This design comes from an exercise in tuning for small area, a short achievable clock period and few clock cycles on the open sky130 flow, not from production work.
Only simulation tests tie the RTL to the original design; equivalence was not proved.
No activity file was given, so power comes from the tool's default toggle rates.

==> flow/design.v <==
package lc3b_types;
typedef logic [15:0] lc3b_word;
typedef logic [2:0] lc3b_reg;
typedef enum logic [3:0] {
	op_br  = 4'b0000,
	op_add = 4'b0001,
	op_and = 4'b0101,
	op_ldr = 4'b0110,
	op_str = 4'b0111,
	op_not = 4'b1001,
	op_jmp = 4'b1100,
	op_shf = 4'b1101,
	op_lea = 4'b1110
} lc3b_opcode;
typedef enum logic [1:0] {
	fn_add = 2'b00,
	fn_and = 2'b01,
	fn_not = 2'b10
} alu_fn;
typedef union packed {
	struct packed {
		lc3b_opcode opcode;
		lc3b_reg dest;
		lc3b_reg sr1;
		logic imm;          
		logic [1:0] unused;
		lc3b_reg sr2;
	} reg_form;
	struct packed {
		lc3b_opcode opcode;
		lc3b_reg dest;
		lc3b_reg sr1;
		logic imm;
		logic [4:0] imm5;   
	} imm_form;
} lc3b_instr;
endpackage
module tomasulo_core #(parameter tag_width = 3)
(
	input logic clk,
	input logic reset,
	input logic [15:0] instr,
	input logic instr_is_new,
	input logic [15:0] curr_pc,
	output logic stall,
	output logic commit_valid,
	output logic [2:0] commit_reg,
	output logic [15:0] commit_value
);
assign stall = 1'b0;
logic [3:0] opcode;
logic [2:0] dr, sr1, sr2;
logic is_add, is_and, is_not, is_lea, writes;
assign opcode = instr[15:12];
assign dr = instr[11:9];
assign sr1 = instr[8:6];
assign sr2 = instr[2:0];
assign is_add = (opcode == 4'b0001);
assign is_and = (opcode == 4'b0101);
assign is_not = (opcode == 4'b1001);
assign is_lea = (opcode == 4'b1110);
assign writes = is_add | is_and | is_not | is_lea;
logic v2;
logic [2:0] d2;
logic f_and2, f_not2;
logic [15:0] a2, b2;
logic [15:0] res;
always_comb
begin
	if (f_and2)
		res = a2 & b2;
	else if (f_not2)
		res = ~a2;
	else
		res = a2 + b2;
end
logic [15:0] regs [8];
logic [15:0] rd1, rd2, op_a, op_b;
assign rd1 = (v2 && d2 == sr1) ? res : regs[sr1];
assign rd2 = (v2 && d2 == sr2) ? res : regs[sr2];
assign op_a = is_lea ? curr_pc : rd1;
assign op_b = is_lea ? {{6{instr[8]}}, instr[8:0], 1'b0} :
	instr[5] ? {{11{instr[4]}}, instr[4:0]} : rd2;
logic [15:0] wdata;
assign wdata = reset ? 16'h0000 : res;
always_ff @(posedge clk)
begin
	for (int i = 0; i < 8; i++)
		if (reset || (v2 && d2 == 3'(i)))
			regs[i] <= wdata;
end
always_ff @(posedge clk)
begin
	if (reset)
		v2 <= 1'b0;
	else
		v2 <= instr_is_new && writes;
	if (reset)
		commit_valid <= 1'b0;
	else
		commit_valid <= v2;
end
always_ff @(posedge clk)
begin
	d2 <= dr;
	f_and2 <= is_and;
	f_not2 <= is_not;
	a2 <= op_a;
	b2 <= op_b;
	commit_reg <= d2;
	commit_value <= res;
end
endmodule
export LEC_CHECK = 0
export CAP_MARGIN = 20
export CORE_MARGIN = 2
export CORE_UTILIZATION = 40
export SLEW_MARGIN = 20
create_clock -name core_clock -period 5.0 [get_ports {clk}]
run.sh (not shown) runs the stock make flow with config.mk's settings and CLKGATE_MAP_FILE= SYNTH_SCRIPT=/design/flow/synth_recipe.tcl, a recipe that flattens the netlist after the stock synthesis.
Testbench counts at the start, summed over its fixed seeds: cycles 4,814.
Then changed:
--- a/flow/design.v
+++ b/flow/design.v
@@ -57,57 +57,40 @@
 assign sr2 = instr[2:0];
 assign is_add = (opcode == 4'b0001);
 assign is_and = (opcode == 4'b0101);
 assign is_not = (opcode == 4'b1001);
 assign is_lea = (opcode == 4'b1110);
 assign writes = is_add | is_and | is_not | is_lea;
-logic v2;
-logic [2:0] d2;
-logic f_and2, f_not2;
-logic [15:0] a2, b2;
-logic [15:0] res;
+logic [15:0] regs [8];
+logic [15:0] op_a, op_b, res;
+assign op_a = is_lea ? curr_pc : regs[sr1];
+assign op_b = is_lea ? {{6{instr[8]}}, instr[8:0], 1'b0} :
+	instr[5] ? {{11{instr[4]}}, instr[4:0]} : regs[sr2];
 always_comb
 begin
-	if (f_and2)
-		res = a2 & b2;
-	else if (f_not2)
-		res = ~a2;
+	if (is_and)
+		res = op_a & op_b;
+	else if (is_not)
+		res = ~op_a;
 	else
-		res = a2 + b2;
+		res = op_a + op_b;
 end
-logic [15:0] regs [8];
-logic [15:0] rd1, rd2, op_a, op_b;
-assign rd1 = (v2 && d2 == sr1) ? res : regs[sr1];
-assign rd2 = (v2 && d2 == sr2) ? res : regs[sr2];
-assign op_a = is_lea ? curr_pc : rd1;
-assign op_b = is_lea ? {{6{instr[8]}}, instr[8:0], 1'b0} :
-	instr[5] ? {{11{instr[4]}}, instr[4:0]} : rd2;
+logic we;
+assign we = instr_is_new && writes;
 logic [15:0] wdata;
 assign wdata = reset ? 16'h0000 : res;
 always_ff @(posedge clk)
 begin
 	for (int i = 0; i < 8; i++)
-		if (reset || (v2 && d2 == 3'(i)))
+		if (reset || (we && dr == 3'(i)))
 			regs[i] <= wdata;
 end
 always_ff @(posedge clk)
 begin
 	if (reset)
-		v2 <= 1'b0;
-	else
-		v2 <= instr_is_new && writes;
-	if (reset)
 		commit_valid <= 1'b0;
 	else
-		commit_valid <= v2;
-end
-always_ff @(posedge clk)
-begin
-	d2 <= dr;
-	f_and2 <= is_and;
-	f_not2 <= is_not;
-	a2 <= op_a;
-	b2 <= op_b;
-	commit_reg <= d2;
+		commit_valid <= we;
+	commit_reg <= dr;
 	commit_value <= res;
 end
 endmodule
Register-to-register slack degrades by 0.81 ns.
Maximum frequency shrinks by 34%.
Clock-buffer cell count stays the same.
Final cell count shrinks by about 7%.
Clock skew grows by 0.0039 ns.
Sequential power shrinks by about 16%.
Testbench counts after the change, summed over its fixed seeds: cycles 4,806.

## re-timing with driven ports
In the flow no input, the clock included, has a driving cell. The finished layouts below were timed again as built, in two steps. Step 1 sets driving cells, clkbuf_16 on the clock port and buf_2 on the other inputs (assumed; they add their load-dependent delay and slew). Step 2, shift: input delay + t, output delay - t, t = (earliest + latest rising clock arrival at the registers) / 2. This alone moves slack from input paths to output paths. Three values: ideal ports, drivers, drivers and shift; two values: the first two.
run	t, ns	setup slack, ns	latest minus earliest clock arrival (ns)	worst slew at a driven data input, ns
the first run	0.473	1.950 / 1.950 / 1.630	0.010 / 0.010	0.04
the second run	0.475	0.378 / 0.398 / -0.077	0.012 / 0.011	0.05
Met with ideal ports but missed after step 2: setup timing in the second run. The setup slack of the second run, which loses most, moves by +0.020 ns with the drivers and by -0.455 ns with both steps.
